This is an optimization exercise on Yosys and OpenROAD, whose aim is small area, a short achievable clock period and few clock cycles per item, not a production implementation.
In this exercise RTL edits were held to simulation tests only and were not proved equivalent to the original.
Power figures rest on the tool's default switching activity, not on a simulated workload.

## alpha
==> flow/design.v <==
`timescale 1ns / 1ps
`default_nettype none
package rcpm_pkg;
    localparam int LAYERS_DEF         = 3;
    localparam int LEDS_PER_LAYER_DEF = 9;
    localparam int DRIVE_W  = 27;
    localparam int SELECT_W = 3;
    localparam logic [7:0] PERIOD_RESET = 8'd255;
    localparam logic CMD_TICK  = 1'b0;
    localparam logic CMD_WRITE = 1'b1;
    localparam int COLOUR_W = 24;
    localparam int IN_W        = 31;
    localparam int IN_CMD      = 30;
    localparam int IN_LAYER_LO = 28;
    localparam int IN_LED_LO   = 24;
    localparam int OUT_W = 38;
endpackage
`default_nettype wire
`timescale 1ns / 1ps
`default_nettype none
module rcpm_colour_store #(
    parameter int LAYERS         = rcpm_pkg::LAYERS_DEF,
    parameter int LEDS_PER_LAYER = rcpm_pkg::LEDS_PER_LAYER_DEF
) (
    input  wire logic                         aclk,
    input  wire logic                         aresetn,
    input  wire logic                         wr_en,
    input  wire logic [1:0]                   wr_layer,
    input  wire logic [3:0]                   wr_led,
    input  wire logic [23:0]                  wr_colour,
    input  wire logic [LAYERS-1:0]            rd_layer_oh,
    output logic [LEDS_PER_LAYER*24-1:0]      rd_row
);
    localparam int ROW_W = LEDS_PER_LAYER * 24;
    logic [LAYERS*ROW_W-1:0] store_reg;
    logic [23:0]             wdata;
    assign wdata = wr_colour & {24{aresetn}};
    for (genvar l = 0; l < LAYERS; l++) begin : g_layer
        for (genvar i = 0; i < LEDS_PER_LAYER; i++) begin : g_led
            logic en;
            assign en = !aresetn || (wr_en && (wr_layer == 2'(l)) && (wr_led == 4'(i)));
            always_ff @(posedge aclk) begin
                if (en) begin
                    store_reg[(l*ROW_W + i*24) +: 24] <= wdata;
                end
            end
        end
    end
    always_comb begin
        rd_row = '0;
        for (int l = 0; l < LAYERS; l++) begin
            rd_row = rd_row | (store_reg[l*ROW_W +: ROW_W] & {ROW_W{rd_layer_oh[l]}});
        end
    end
endmodule
`default_nettype wire
`timescale 1ns / 1ps
`default_nettype none
module rcpm_compare #(
    parameter int LEDS_PER_LAYER = rcpm_pkg::LEDS_PER_LAYER_DEF
) (
    input  wire logic [7:0]                      pos,
    input  wire logic [LEDS_PER_LAYER*24-1:0]    row,
    output logic [rcpm_pkg::DRIVE_W-1:0]         drive_bits
);
    localparam int BW = 3 * LEDS_PER_LAYER;
    logic [BW-1:0] raw;
    function automatic logic lt8(input logic [7:0] p, input logic [7:0] c);
        logic r;
        r = 1'b0;
        for (int k = 0; k < 8; k++) begin
            r = (c[k] & ~p[k]) | ((c[k] | ~p[k]) & r);
        end
        lt8 = r;
    endfunction
    for (genvar i = 0; i < LEDS_PER_LAYER; i++) begin : g_led
        assign raw[3*i]   = lt8(pos, row[i*24 + 16 +: 8]);
        assign raw[3*i+1] = lt8(pos, row[i*24 + 8 +: 8]);
        assign raw[3*i+2] = lt8(pos, row[i*24 +: 8]);
    end
    assign drive_bits = rcpm_pkg::DRIVE_W'(raw);
endmodule
`default_nettype wire
`timescale 1ns / 1ps
`default_nettype none
module rcpm_pwm_counter #(
    parameter int LAYERS = rcpm_pkg::LAYERS_DEF
) (
    input  wire logic              aclk,
    input  wire logic              aresetn,
    input  wire logic              cfg_wr_en,
    input  wire logic [7:0]        cfg_wr_data,
    input  wire logic              tick,
    input  wire logic              recalc,
    input  wire logic [7:0]        pos_cur,
    input  wire logic [LAYERS-1:0] layer_cur_oh,
    output logic [7:0]             pos_next,
    output logic [LAYERS-1:0]      layer_next_oh
);
    logic [7:0]        pm1_reg;
    logic              low_reg;
    logic              wrap;
    logic [7:0]        base_pos;
    logic [LAYERS-1:0] base_layer;
    logic [7:0]        step_pos;
    logic [LAYERS-1:0] step_layer;
    always_comb begin
        if (recalc) begin
            wrap       = low_reg || (pos_cur >= pm1_reg);
            base_pos   = pos_cur;
            base_layer = layer_cur_oh;
        end else begin
            wrap       = low_reg || (pos_next == pm1_reg);
            base_pos   = pos_next;
            base_layer = layer_next_oh;
        end
        step_pos   = wrap ? 8'd0 : base_pos + 8'd1;
        step_layer = wrap ? {base_layer[LAYERS-2:0], base_layer[LAYERS-1]} : base_layer;
    end
    always_ff @(posedge aclk) begin
        if (!aresetn) begin
            pm1_reg       <= rcpm_pkg::PERIOD_RESET - 8'd1;
            low_reg       <= 1'b0;
            pos_next      <= 8'd1;
            layer_next_oh <= LAYERS'(1);
        end else begin
            if (cfg_wr_en) begin
                pm1_reg <= cfg_wr_data - 8'd1;
                low_reg <= cfg_wr_data <= 8'd1;
            end
            if (tick || recalc) begin
                pos_next      <= step_pos;
                layer_next_oh <= step_layer;
            end
        end
    end
endmodule
`default_nettype wire
`timescale 1ns / 1ps
`default_nettype none
module rgb_cube_pwm_multiplexer #(
    parameter int LAYERS         = rcpm_pkg::LAYERS_DEF,
    parameter int LEDS_PER_LAYER = rcpm_pkg::LEDS_PER_LAYER_DEF
) (
    input  wire logic          aclk,
    input  wire logic          aresetn,
    input  wire logic          cfg_wr_en,
    input  wire logic [7:0]    cfg_wr_data,
    input  wire logic          s_valid,
    output logic               s_ready,
    input  wire logic [30:0]   s_data,
    output logic               m_valid,
    input  wire logic          m_ready,
    output logic [37:0]        m_data
);
    logic                         ready_reg;
    logic                         pend_reg;
    logic                         recalc_reg;
    logic                         out_valid_reg;
    logic [26:0]                  drive_reg;
    logic [LAYERS-1:0]            sel_reg;
    logic [7:0]                   pos_reg;
    logic                         acc;
    logic                         acc_tick;
    logic                         acc_write;
    logic                         want;
    logic                         load;
    logic                         pend_d;
    logic [7:0]                   pos_next;
    logic [LAYERS-1:0]            layer_next_oh;
    logic [LEDS_PER_LAYER*24-1:0] row;
    logic [rcpm_pkg::DRIVE_W-1:0] drive_bits;
    assign acc       = s_valid && ready_reg;
    assign acc_tick  = acc && (s_data[rcpm_pkg::IN_CMD] == rcpm_pkg::CMD_TICK);
    assign acc_write = acc && (s_data[rcpm_pkg::IN_CMD] == rcpm_pkg::CMD_WRITE);
    assign want      = acc_tick || pend_reg;
    assign load      = want && (!out_valid_reg || m_ready);
    assign pend_d    = want && out_valid_reg && !m_ready;
    rcpm_colour_store #(
        .LAYERS         (LAYERS),
        .LEDS_PER_LAYER (LEDS_PER_LAYER)
    ) u_store (
        .aclk        (aclk),
        .aresetn     (aresetn),
        .wr_en       (acc_write),
        .wr_layer    (s_data[rcpm_pkg::IN_LAYER_LO +: 2]),
        .wr_led      (s_data[rcpm_pkg::IN_LED_LO +: 4]),
        .wr_colour   (s_data[23:0]),
        .rd_layer_oh (layer_next_oh),
        .rd_row      (row)
    );
    rcpm_pwm_counter #(
        .LAYERS (LAYERS)
    ) u_counter (
        .aclk          (aclk),
        .aresetn       (aresetn),
        .cfg_wr_en     (cfg_wr_en),
        .cfg_wr_data   (cfg_wr_data),
        .tick          (load),
        .recalc        (recalc_reg),
        .pos_cur       (pos_reg),
        .layer_cur_oh  (sel_reg),
        .pos_next      (pos_next),
        .layer_next_oh (layer_next_oh)
    );
    rcpm_compare #(
        .LEDS_PER_LAYER (LEDS_PER_LAYER)
    ) u_compare (
        .pos        (pos_next),
        .row        (row),
        .drive_bits (drive_bits)
    );
    always_ff @(posedge aclk) begin
        if (!aresetn) begin
            ready_reg     <= 1'b1;
            pend_reg      <= 1'b0;
            recalc_reg    <= 1'b0;
            out_valid_reg <= 1'b0;
        end else begin
            ready_reg     <= !pend_d && !cfg_wr_en;
            pend_reg      <= pend_d;
            recalc_reg    <= cfg_wr_en;
            out_valid_reg <= load || (out_valid_reg && !m_ready);
        end
    end
    always_ff @(posedge aclk) begin
        if (!aresetn) begin
            sel_reg <= LAYERS'(1);
            pos_reg <= 8'd0;
        end else if (load) begin
            sel_reg <= layer_next_oh;
            pos_reg <= pos_next;
        end
    end
    always_ff @(posedge aclk) begin
        if (!aresetn) begin
            drive_reg <= '0;
        end else if (!out_valid_reg || m_ready) begin
            drive_reg <= drive_bits;
        end
    end
    assign s_ready = ready_reg;
    assign m_valid = out_valid_reg;
    assign m_data  = {drive_reg, sel_reg, pos_reg};
endmodule
`default_nettype wire
==> flow/config.mk <==
export PLATFORM = sky130hd
export DESIGN_NAME = rgb_cube_pwm_multiplexer
export DESIGN_NICKNAME = rgb_cube_pwm_multiplexer
export VERILOG_FILES = /design/flow/design.v
export SDC_FILE = /design/flow/constraint.sdc
export NUM_CORES = 4
export LEC_CHECK = 0
export CAP_MARGIN = 20
export CORE_MARGIN = 2
export CORE_UTILIZATION = 40
export CTS_CLUSTER_DIAMETER = 100
export CTS_CLUSTER_SIZE = 20
export SETUP_SLACK_MARGIN = 3.25
export SLEW_MARGIN = 20
==> flow/constraint.sdc <==
create_clock -name core_clock -period 5.5 [get_ports {aclk}]
set_input_delay 1.1000 -clock core_clock [delete_from_list [all_inputs] [get_ports {aclk}]]
set_output_delay 1.1000 -clock core_clock [all_outputs]
set_load 0.01 [all_outputs]
standard.sh (not shown) runs the stock make flow with config.mk's settings and CLKGATE_MAP_FILE= SYNTH_SCRIPT=/design/flow/synth_recipe.tcl, a recipe that flattens the netlist after the stock synthesis.
==> flow/flow/run.sh <==
#!/bin/bash
# The standard layout with two changes:
# - plain buf_2 cells as the port buffers (instead of the delay cells the port-buffering step
#   otherwise picks);
# - after the placement resizer, each net that drives more than 14 register enable (DE) pins
#   is split by place into groups, each driven by its own buffer (post_resize.tcl), so the
#   write enables of the colour store reach their flip-flops in time.
# Each tool's output goes to its log under orfs/logs; the whole make run is also kept in
# standard.log.
set -euo pipefail
export BUFFER_PORTS_ARGS="-buffer_cell sky130_fd_sc_hd__buf_2"
export POST_RESIZE_TCL="$PWD/flow/post_resize.tcl"
export FO_MAX=14
export FO_BUF=sky130_fd_sc_hd__buf_2
export FO_PIN=DE
bash standard.sh > standard.log 2>&1
Other scripts of this flow, unchanged in this note and not shown: flow/flow/post_resize.tcl
Testbench counts of alpha, summed over its fixed seeds: cycles 16,384, items 16,360.
Edits applied to the flow inputs when going from alpha to beta:
--- a/flow/design.v
+++ b/flow/design.v
@@ -32,16 +32,24 @@
     output logic [LEDS_PER_LAYER*24-1:0]      rd_row
 );
     localparam int ROW_W = LEDS_PER_LAYER * 24;
     logic [LAYERS*ROW_W-1:0] store_reg;
     logic [23:0]             wdata;
     assign wdata = wr_colour & {24{aresetn}};
+    logic [LAYERS-1:0]         layer_sel;
+    logic [LEDS_PER_LAYER-1:0] led_sel;
+    for (genvar l = 0; l < LAYERS; l++) begin : g_layer_sel
+        assign layer_sel[l] = !aresetn || (wr_en && (wr_layer == 2'(l)));
+    end
+    for (genvar i = 0; i < LEDS_PER_LAYER; i++) begin : g_led_sel
+        assign led_sel[i] = !aresetn || (wr_led == 4'(i));
+    end
     for (genvar l = 0; l < LAYERS; l++) begin : g_layer
         for (genvar i = 0; i < LEDS_PER_LAYER; i++) begin : g_led
             logic en;
-            assign en = !aresetn || (wr_en && (wr_layer == 2'(l)) && (wr_led == 4'(i)));
+            assign en = layer_sel[l] && led_sel[i];
             always_ff @(posedge aclk) begin
                 if (en) begin
                     store_reg[(l*ROW_W + i*24) +: 24] <= wdata;
                 end
             end
         end
[summary]
Number of maximum-capacitance violations across beta and alpha: no real change. Any difference in total die area between beta and alpha is small enough to ignore. Taking alpha as the reference, in beta final hold slack closely matched the old numbers; share of final-layout standard cells stronger than drive strength 1 now larger; number of setup violations in the final report barely changed. beta: reported clock group power about 2% below alpha. Compared with alpha, in beta clock sink total stayed essentially flat; routed wire length lost 2.0%; total power of the final layout saw a decrease; final area lost about 0.53%. beta vs alpha — post-detailed-route wirelength per cell dropped about 2%. On share of power burned in the clock network, the higher figure sits with alpha, not beta.
Testbench counts of beta, summed over its fixed seeds: cycles 16,384, items 16,360.

## port drivers added, routing unchanged
Ports are ideal in the flow. The routed layouts listed here were re-timed in OpenROAD. Step 1: set_driving_cell puts a clkbuf_16 on aclk and a buf_2 on each other input, an assumption about the parent block. Step 2 also shifts input and output timing later by t, the mid clock arrival at the registers, as if the neighbouring blocks saw the same clock. Three values: no drivers, after step 1, after step 2; two values: the first two.
run	t, ns	slack for setup (ns)	slew at the worst register clock pin (ns)	worst slew at a driven data input, ns	cell pins on the clock port's net
alpha	0.656	3.254 / 3.190 / 2.641	0.09 / 0.09	0.12	1
beta	0.643	3.258 / 3.196 / 2.704	0.10 / 0.10	0.12	1
After both steps every run listed still meets setup and hold. For alpha, which loses most, drivers alone change the setup slack by -0.064 ns; drivers and shift together by -0.613 ns.
